Context: an optimization exercise on an open-source flow, tuned for small area, a short achievable clock period and few clock cycles per item. The choices shown serve that exercise and are no tape-out recipe.
The RTL was checked by simulation tests, not by an equivalence proof against the original design.
Power figures rest on the tool's default switching activity, not on a simulated workload.

===== flow/config.mk =====
export PLATFORM = sky130hd
export DESIGN_NAME = link_reconnect_backoff_controller
export DESIGN_NICKNAME = link_reconnect_backoff_controller
export VERILOG_FILES = /design/flow/design.v
export SDC_FILE = /design/flow/constraint.sdc
export NUM_CORES = 4
export LEC_CHECK = 0
export CAP_MARGIN = 20
export CORE_MARGIN = 2
export CORE_UTILIZATION = 40
export SLEW_MARGIN = 20

===== flow/constraint.sdc =====
create_clock -name core_clock -period 7.5 [get_ports {clk}]
set_input_delay 1.5000 -clock core_clock [delete_from_list [all_inputs] [get_ports {clk}]]
set_output_delay 1.5000 -clock core_clock [all_outputs]
set_load 0.01 [all_outputs]

===== flow/design.v =====
package lrb_pkg;
    localparam int unsigned TIME_W = 32;
    localparam int unsigned MS_W = 31;
    localparam int unsigned CFG_IDX_W = 2;
    localparam logic [2:0] MODE_TICK = 3'd0;
    localparam logic [2:0] MODE_LINK_UP = 3'd1;
    localparam logic [2:0] MODE_LINK_DOWN = 3'd2;
    localparam logic [2:0] MODE_RECONNECT = 3'd3;
    localparam logic [2:0] MODE_START_FAILED = 3'd4;
    localparam logic [CFG_IDX_W-1:0] CFG_INITIAL_RETRY = 2'd0;
    localparam logic [CFG_IDX_W-1:0] CFG_MAX_RETRY = 2'd1;
    localparam logic [CFG_IDX_W-1:0] CFG_ATTEMPT_TIMEOUT = 2'd2;
    localparam logic [CFG_IDX_W-1:0] CFG_SETTLE = 2'd3;
    typedef struct packed {
        logic [2:0]        mode;
        logic [TIME_W-1:0] now_ms;
        logic              link_up;
        logic              have_credentials;
        logic              scan_busy;
    } lrb_item_t;
    typedef struct packed {
        logic              cmd_connect;
        logic              cmd_disconnect;
        logic              notify_up;
        logic              notify_down;
        logic              attempt_active;
        logic [TIME_W-1:0] event_epoch;
        logic [MS_W-1:0]   current_backoff_ms;
    } lrb_result_t;
    typedef struct packed {
        logic [MS_W-1:0] initial_retry_ms;
        logic [MS_W-1:0] max_retry_ms;
        logic [MS_W-1:0] attempt_timeout_ms;
        logic [MS_W-1:0] settle_ms;
    } lrb_cfg_t;
    typedef struct packed {
        logic              restart_requested;
        logic              attempting;
        logic              restart_pending;
        logic              was_up;
        logic              next_try_valid;
        logic [MS_W-1:0]   backoff_ms;
        logic [TIME_W-1:0] restart_time;
        logic [TIME_W-1:0] next_try_time;
        logic [TIME_W-1:0] attempt_start_time;
        logic [TIME_W-1:0] epoch_count;
    } lrb_state_t;
endpackage
module lrb_cfg_regs (
    input  logic                          clk,
    input  logic                          rst_n,
    input  logic                          wr_en,
    input  logic [lrb_pkg::CFG_IDX_W-1:0] wr_index,
    input  logic [lrb_pkg::MS_W-1:0]      wr_data,
    output lrb_pkg::lrb_cfg_t             cfg
);
    lrb_pkg::lrb_cfg_t cfg_reg;
    always_ff @(posedge clk or negedge rst_n)
    begin
        if (!rst_n)
        begin
            cfg_reg.initial_retry_ms <= lrb_pkg::MS_W'(1000);
            cfg_reg.max_retry_ms <= lrb_pkg::MS_W'(60000);
            cfg_reg.attempt_timeout_ms <= lrb_pkg::MS_W'(15000);
            cfg_reg.settle_ms <= lrb_pkg::MS_W'(500);
        end
        else if (wr_en)
        begin
            case (wr_index)
                lrb_pkg::CFG_INITIAL_RETRY: cfg_reg.initial_retry_ms <= wr_data;
                lrb_pkg::CFG_MAX_RETRY: cfg_reg.max_retry_ms <= wr_data;
                lrb_pkg::CFG_ATTEMPT_TIMEOUT: cfg_reg.attempt_timeout_ms <= wr_data;
                lrb_pkg::CFG_SETTLE: cfg_reg.settle_ms <= wr_data;
                default: cfg_reg <= cfg_reg;
            endcase
        end
    end
    assign cfg = cfg_reg;
endmodule
module lrb_step (
    input  lrb_pkg::lrb_item_t   item,
    input  lrb_pkg::lrb_state_t  state,
    input  lrb_pkg::lrb_cfg_t    cfg,
    input  logic                 settle_zero,
    output lrb_pkg::lrb_state_t  state_next,
    output logic                 conn,
    output logic                 disc,
    output logic                 nup,
    output logic                 ndown
);
    logic        m_tick, m_up, m_down, m_recon, m_fail;
    logic [31:0] now;
    logic [31:0] t_sel;
    logic [31:0] d_ntt;
    logic [31:0] d_rt;
    logic [31:0] age;
    logic        reached_ntt;
    logic        reached_rt;
    logic        timed_out;
    logic [31:0] sum_bo;
    logic [31:0] dbl;
    logic [30:0] bo_sched;
    logic        sched_ok;
    logic [31:0] rt_settle;
    logic        active;
    logic        rr;
    assign now     = item.now_ms;
    assign m_tick  = (item.mode == lrb_pkg::MODE_TICK);
    assign m_up    = (item.mode == lrb_pkg::MODE_LINK_UP);
    assign m_down  = (item.mode == lrb_pkg::MODE_LINK_DOWN);
    assign m_recon = (item.mode == lrb_pkg::MODE_RECONNECT);
    assign m_fail  = (item.mode == lrb_pkg::MODE_START_FAILED);
    assign t_sel       = m_fail ? state.attempt_start_time : now;
    assign d_ntt       = t_sel - state.next_try_time;
    assign reached_ntt = !d_ntt[31];
    assign sum_bo      = t_sel + {1'b0, state.backoff_ms};
    assign dbl         = {state.backoff_ms, 1'b0};
    assign bo_sched    = (dbl < {1'b0, cfg.max_retry_ms}) ? dbl[30:0] : cfg.max_retry_ms;
    assign sched_ok    = !state.restart_pending && !(state.next_try_valid && !reached_ntt);
    assign d_rt       = now - state.restart_time;
    assign reached_rt = !d_rt[31];
    assign age        = now - state.attempt_start_time;
    assign timed_out  = (age >= {1'b0, cfg.attempt_timeout_ms});
    assign rt_settle  = now + {1'b0, cfg.settle_ms};
    assign rr     = state.restart_requested;
    assign active = state.attempting || item.link_up;
    always_comb
    begin
        state_next = state;
        conn = 1'b0;
        disc = 1'b0;
        nup = 1'b0;
        ndown = 1'b0;
        if (m_tick)
        begin
            state_next.restart_requested = 1'b0;
            if (rr)
            begin
                state_next.attempting = 1'b0;
                state_next.restart_pending = 1'b1;
                state_next.backoff_ms = cfg.initial_retry_ms;
                state_next.next_try_valid = 1'b0;
                disc = active;
                state_next.restart_time = active ? rt_settle : now;
            end
            if (!item.have_credentials)
            begin
                state_next.attempting = 1'b0;
                state_next.restart_pending = 1'b0;
                state_next.next_try_valid = 1'b0;
            end
            else if (item.link_up)
            begin
            end
            else if (rr || state.restart_pending)
            begin
                if (!item.scan_busy && (rr ? (!state.attempting || settle_zero) : reached_rt))
                begin
                    state_next.restart_pending = 1'b0;
                    state_next.attempting = 1'b1;
                    state_next.attempt_start_time = now;
                    state_next.next_try_valid = 1'b0;
                    conn = 1'b1;
                end
            end
            else if (state.attempting)
            begin
                if (timed_out)
                begin
                    disc = 1'b1;
                    state_next.attempting = 1'b0;
                    if (sched_ok)
                    begin
                        state_next.next_try_time = sum_bo;
                        state_next.next_try_valid = 1'b1;
                        state_next.backoff_ms = bo_sched;
                    end
                end
            end
            else if (!state.next_try_valid || reached_ntt)
            begin
                state_next.attempting = 1'b1;
                state_next.attempt_start_time = now;
                state_next.next_try_valid = 1'b0;
                conn = 1'b1;
            end
        end
        else if (m_up)
        begin
            state_next.epoch_count = state.epoch_count + 32'd1;
            state_next.attempting = 1'b0;
            state_next.restart_pending = 1'b0;
            state_next.next_try_valid = 1'b0;
            state_next.backoff_ms = cfg.initial_retry_ms;
            nup = !state.was_up;
            state_next.was_up = 1'b1;
        end
        else if (m_down)
        begin
            state_next.epoch_count = state.epoch_count + 32'd1;
            state_next.attempting = 1'b0;
            ndown = state.was_up;
            state_next.was_up = 1'b0;
            if (item.have_credentials && sched_ok)
            begin
                state_next.next_try_time = sum_bo;
                state_next.next_try_valid = 1'b1;
                state_next.backoff_ms = bo_sched;
            end
        end
        else if (m_recon)
        begin
            state_next.restart_requested = 1'b1;
        end
        else if (m_fail)
        begin
            if (state.attempting)
            begin
                state_next.attempting = 1'b0;
                if (sched_ok)
                begin
                    state_next.next_try_time = sum_bo;
                    state_next.next_try_valid = 1'b1;
                    state_next.backoff_ms = bo_sched;
                end
            end
        end
    end
endmodule
module link_reconnect_backoff_controller (
    input  logic                          clk,
    input  logic                          rst_n,
    input  logic                          cfg_wr_en,
    input  logic [lrb_pkg::CFG_IDX_W-1:0] cfg_index,
    input  logic [lrb_pkg::MS_W-1:0]      cfg_wr_data,
    input  logic                          items_valid,
    output logic                          items_ready,
    input  logic [2:0]                    items_mode,
    input  logic [lrb_pkg::TIME_W-1:0]    items_now_ms,
    input  logic                          items_link_up,
    input  logic                          items_have_credentials,
    input  logic                          items_scan_busy,
    output logic                          results_valid,
    input  logic                          results_ready,
    output logic                          results_cmd_connect,
    output logic                          results_cmd_disconnect,
    output logic                          results_notify_up,
    output logic                          results_notify_down,
    output logic                          results_attempt_active,
    output logic [lrb_pkg::TIME_W-1:0]    results_event_epoch,
    output logic [lrb_pkg::MS_W-1:0]      results_current_backoff_ms
);
    lrb_pkg::lrb_cfg_t    cfg;
    lrb_pkg::lrb_state_t  state_reg;
    lrb_pkg::lrb_state_t  state_next;
    lrb_pkg::lrb_item_t   s1_item_reg;
    logic        s1_valid_reg;
    logic        out_valid_reg;
    logic        advance;
    logic        conn, disc, nup, ndown;
    logic [3:0]  cmd_reg;
    logic        settle_zero;
    lrb_cfg_regs u_cfg (
        .clk      (clk),
        .rst_n    (rst_n),
        .wr_en    (cfg_wr_en),
        .wr_index (cfg_index),
        .wr_data  (cfg_wr_data),
        .cfg      (cfg)
    );
    assign settle_zero = (cfg.settle_ms == '0);
    lrb_step u_step (
        .item        (s1_item_reg),
        .state       (state_reg),
        .cfg         (cfg),
        .settle_zero (settle_zero),
        .state_next  (state_next),
        .conn        (conn),
        .disc        (disc),
        .nup         (nup),
        .ndown       (ndown)
    );
    assign advance = s1_valid_reg && (!out_valid_reg || results_ready);
    assign items_ready = !s1_valid_reg || advance;
    always_ff @(posedge clk)
    begin
        if (items_valid && items_ready)
        begin
            s1_item_reg.mode <= items_mode;
            s1_item_reg.now_ms <= items_now_ms;
            s1_item_reg.link_up <= items_link_up;
            s1_item_reg.have_credentials <= items_have_credentials;
            s1_item_reg.scan_busy <= items_scan_busy;
        end
        if (advance)
        begin
            cmd_reg <= {conn, disc, nup, ndown};
        end
    end
    always_ff @(posedge clk or negedge rst_n)
    begin
        if (!rst_n)
        begin
            s1_valid_reg <= 1'b0;
            out_valid_reg <= 1'b0;
            state_reg <= '0;
            state_reg.restart_requested <= 1'b1;
        end
        else
        begin
            if (items_ready)
            begin
                s1_valid_reg <= items_valid;
            end
            if (advance)
            begin
                out_valid_reg <= 1'b1;
                state_reg <= state_next;
            end
            else if (results_ready)
            begin
                out_valid_reg <= 1'b0;
            end
        end
    end
    assign results_valid = out_valid_reg;
    assign results_cmd_connect = cmd_reg[3];
    assign results_cmd_disconnect = cmd_reg[2];
    assign results_notify_up = cmd_reg[1];
    assign results_notify_down = cmd_reg[0];
    assign results_attempt_active = state_reg.attempting;
    assign results_event_epoch = state_reg.epoch_count;
    assign results_current_backoff_ms = state_reg.backoff_ms;
endmodule

===== flow/run.sh =====
#!/bin/bash
# synth_recipe.tcl (not shown) runs the flow's synth.tcl, then flattens the netlist and writes it again
# the make line also repeats each setting of config.mk as NAME=value (left out here)
make -C /OpenROAD-flow-scripts/flow DESIGN_CONFIG=/design/flow/config.mk WORK_HOME=/design/flow/orfs CLKGATE_MAP_FILE= SYNTH_SCRIPT=/design/flow/synth_recipe.tcl finish

==> run summary <==
==> cell families after synthesis <==
kind of cell,after synthesis,synth area share
flip-flops,332,0.380
buffers and inverters,352,0.0714
AO/OA/AOI/OAI,504,0.147
AND/OR/NAND/NOR,483,0.105
multiplexers,272,0.132
adder cells (fa/ha/maj),218,0.122
XOR/XNOR,111,0.0432
==> critical path, delay by kind of cell, from the launching register on <==
kind / cells / cell delay [ns]
AO/OA/AOI/OAI: 15 / 3.40
AND/OR/NAND/NOR: 4 / 0.94
adder cells (fa/ha/maj): 3 / 0.84
buffers and inverters: 3 / 0.58
flip-flops: 1 / 0.44
XOR/XNOR: 1 / 0.15
==> cell type report <==
class / count / area, sq um / area share
Multi-Input combinational cell: 1588 / 12400 / 0.483
Sequential cell: 332 / 8550 / 0.333
Timing Repair Buffer: 166 / 1630 / 0.0634
Clock buffer: 56 / 1200 / 0.0466
Tap cell: 748 / 936 / 0.0365
Inverter: 216 / 811 / 0.0316
Clock inverter: 15 / 153 / 0.00595
Antenna cell: 2 / 5.00 / 0.000195
==> power by group <==
| part | total [mW] | switching [mW] | leakage (nW) | internal, mW |
|---|---|---|---|---|
| Clock | 2.00 | 0.812 | 0.671 | 1.19 |
| Combinational | 3.73 | 2.00 | 6.94 | 1.74 |
| Sequential | 2.68 | 0.415 | 3.89 | 2.27 |
==> per-stage QoR <==
step | util | setup WS, ns
after detailed placement | 0.439 | 1.12
after floorplan | - | 2.22
final | 0.463 | 1.03
after CTS | 0.463 | 1.08
after global routing | 0.463 | 0.531
after global placement | 0.439 | 1.33
==> layer usage <==
layer  global-route usage  share of wire  vias to the layer above
li1                     -              -                     8253
met2                0.330           0.44                      405
met3               0.0286          0.049                      116
met1                0.296           0.48                     8323
met4               0.0802          0.034                        2
met5                    0        0.00021                        -
==> final timing paths <==
| path | start | end | cells past startpoint |
|---|---|---|---|
| max | s1_item_reg[3] | state_reg[129] | 26 |
| min | state_reg[31] | state_reg[31] | 1 |
| max reg2reg | s1_item_reg[3] | state_reg[129] | 26 |
| min reg2reg | state_reg[31] | state_reg[31] | 1 |
| max in group asynchronous | rst_n | state_reg[127] | 2 |
| min in group asynchronous | rst_n | state_reg[123] | 1 |
==> cells in the final DEF, fill, tap and decap left out, drive strengths merged, types with 8 or more instances in the layout <==
cell type,n
nand3,38
mux2i,91
clkbuf,56
a21oi,134
a32o,30
and4,9
a31oi,50
nand2,169
o31ai,8
nand4,31
xnor2,82
nor2,102
nor4,12
a21o,49
and3,19
and2,10
o21bai,10
o211ai,19
xor2,29
a211oi,33
inv,219
mux2,181
o31a,8
dfrtp,263
edfxtp,42
buf,22
o21ai,95
nor3,25
nor2b,14
o21a,13
dfstp,27
clkinv,10
clkdlybuf4s50,144
nand2b,24
ha,215
==> impl_metrics.csv <==
group,metric,value,unit
setup_path,cp_slowest_stage_delay,0.51,ns
die,dieArea,58200,sq um
die,io_pins,146,
timing,hold_viol_final,0,
routing,vias_per_cell,5.48,
setup_path,worstPathRequired,7.97,ns
pwr,finalPower,8.42,mW
cts,post_cts_buffers,0,
pwr,power_leakage,11.5,nW
synth,yosysWarnings,3,
final_layout,nFillCells,5185,
routing,wl_per_cell,19.5,um
global_routing,antenna_found_initial,2,
cts,cts_resized,0,
synth,syn_nets,2566,
synth,yosysMostFrequentCell,"dfrtp_1",
die,row_count,86,
setup_path,r2r_slack,1.03,ns
final_layout,fin_nets,2638,
routing,drt-pass1-iter-count,5,
routing,ant_nets,0,
synth,ys_types,77,
timing,tns,0,ns
timing,holdWs,0.478,ns
cts,cts_tree,"done",
cts,root_buffer,"clkbuf_16",
run,max_cap_viol_count,0,
timing,rsz0062_at_grt,"no",
setup_path,end_kind,"register",
synth,synthCells,2272,
routing,routed_wirelength,61.0,mm
min_path,hold_path.class,"reg -> reg",
setup_path,worstSetupPathType,"reg -> reg",
cts,clock_latency,0.59,ns
cts,clock_path_buffers,3,
timing,worst_pin_slew,1.06,ns
cts,htree_levels,2,
placed_design,hpwl,45.5,mm
synth,synth_flop_cell,"dfrtp_1",
cts,numCtsBuffers,40,
timing,fmax,0.155,GHz
die,core,55400,sq um
die,die_h,241,um
synth,yosysTopAreaCell,"dfrtp_1",
die,start_util,0.406,
synth,synthesis.area,22500,sq um
placed_design,placed_cells,3050,
setup_path,cpMostUsedCell,"o21ai_0",
routing,drt_iter0_markers,1216,
final_layout,final_cells,3123,
global_routing,grt_overflow,0,
timing,layout_min_cycle_time,6.47,ns
global_routing,grt_max_degree,122,
timing,final-setup-viol-count,0,
final_layout,largest_reg_flops,164,
setup_path,worst_setup_path_start_kind,"register",
final_layout,drive_gt1_frac,0.121,
global_routing,grt_pass1_vias,17300,
synth,synth-seq-area-share,0.380,
synth,synth.top_cells.by_count,"dfrtp_1, inv_1, ha_1",
placed_design,gp_congestion,0.921,
synth,yosys.area.top_type_share,0.292,
synth,synth_edf_count,42,
timing,finalMaxSlewViolations,0,
pwr,cellPowerDensity,328,nW/um^2
setup_path,crit_arrival,6.94,ns
placed_design,portBuffers,145,
synth,synthArstFlopShare,0.873,
routing,vias,17100,
cts,clk_pin_slew,0.06,ns
global_routing,grt_first_pass_wirelength,94.8,mm
synth,synth_area_leaders,"dfrtp_1, ha_1, mux2_2",
setup_path,worstPathMaxFanout,30,
synth,synth_seq_cells,332,
cts,cts_sinks,332,
status,status,"timing/DRC/antenna clean",
routing,drc_errors,0,
setup_path,cp_slowest_cell,"or4b_1",
placed_design,placed_cell_area,24300,sq um
die,die_w,241,um
pwr,ir_drop,0.164,mV
timing,clock_skew,0.0327,ns
timing,max-slew-margin-rel,0.294,
global_routing,grtUsageTotal,0.211,
cts,holdBufCountCts,0,
final_layout,area_growth,14.0,%
final_layout,stdcell_area,25700,sq um
timing,period_share,0.862,
synth,syn_avg_cell_area,9.91,sq um
Testbench counts, summed over its fixed seeds: cycles 12,016, items 12,000.

==> what the ideal ports hide <==
In the flow no input, the clock included, has a driving cell. The finished layout below was timed again as built, in two steps.
Step 1: set_driving_cell puts a clkbuf_16 on clk and a buf_2 on each other input, an assumption about the parent block.
Step 2, shift: input delay + t, output delay - t, t = (earliest + latest rising clock arrival at the registers) / 2. This alone moves slack from input paths to output paths.
a / b / c = ideal / step 1 / step 2; a / b = the first two.
t (ns): 0.631
setup WS [ns]: 1.034 / 1.034 / 1.034
worst setup path at the end: register to register
worst data-port slew with drivers (ns): 0.05
After both steps setup and hold are still met in this run. The setup slack of this run moves by 0.000 ns with the drivers and by 0.000 ns with both steps.
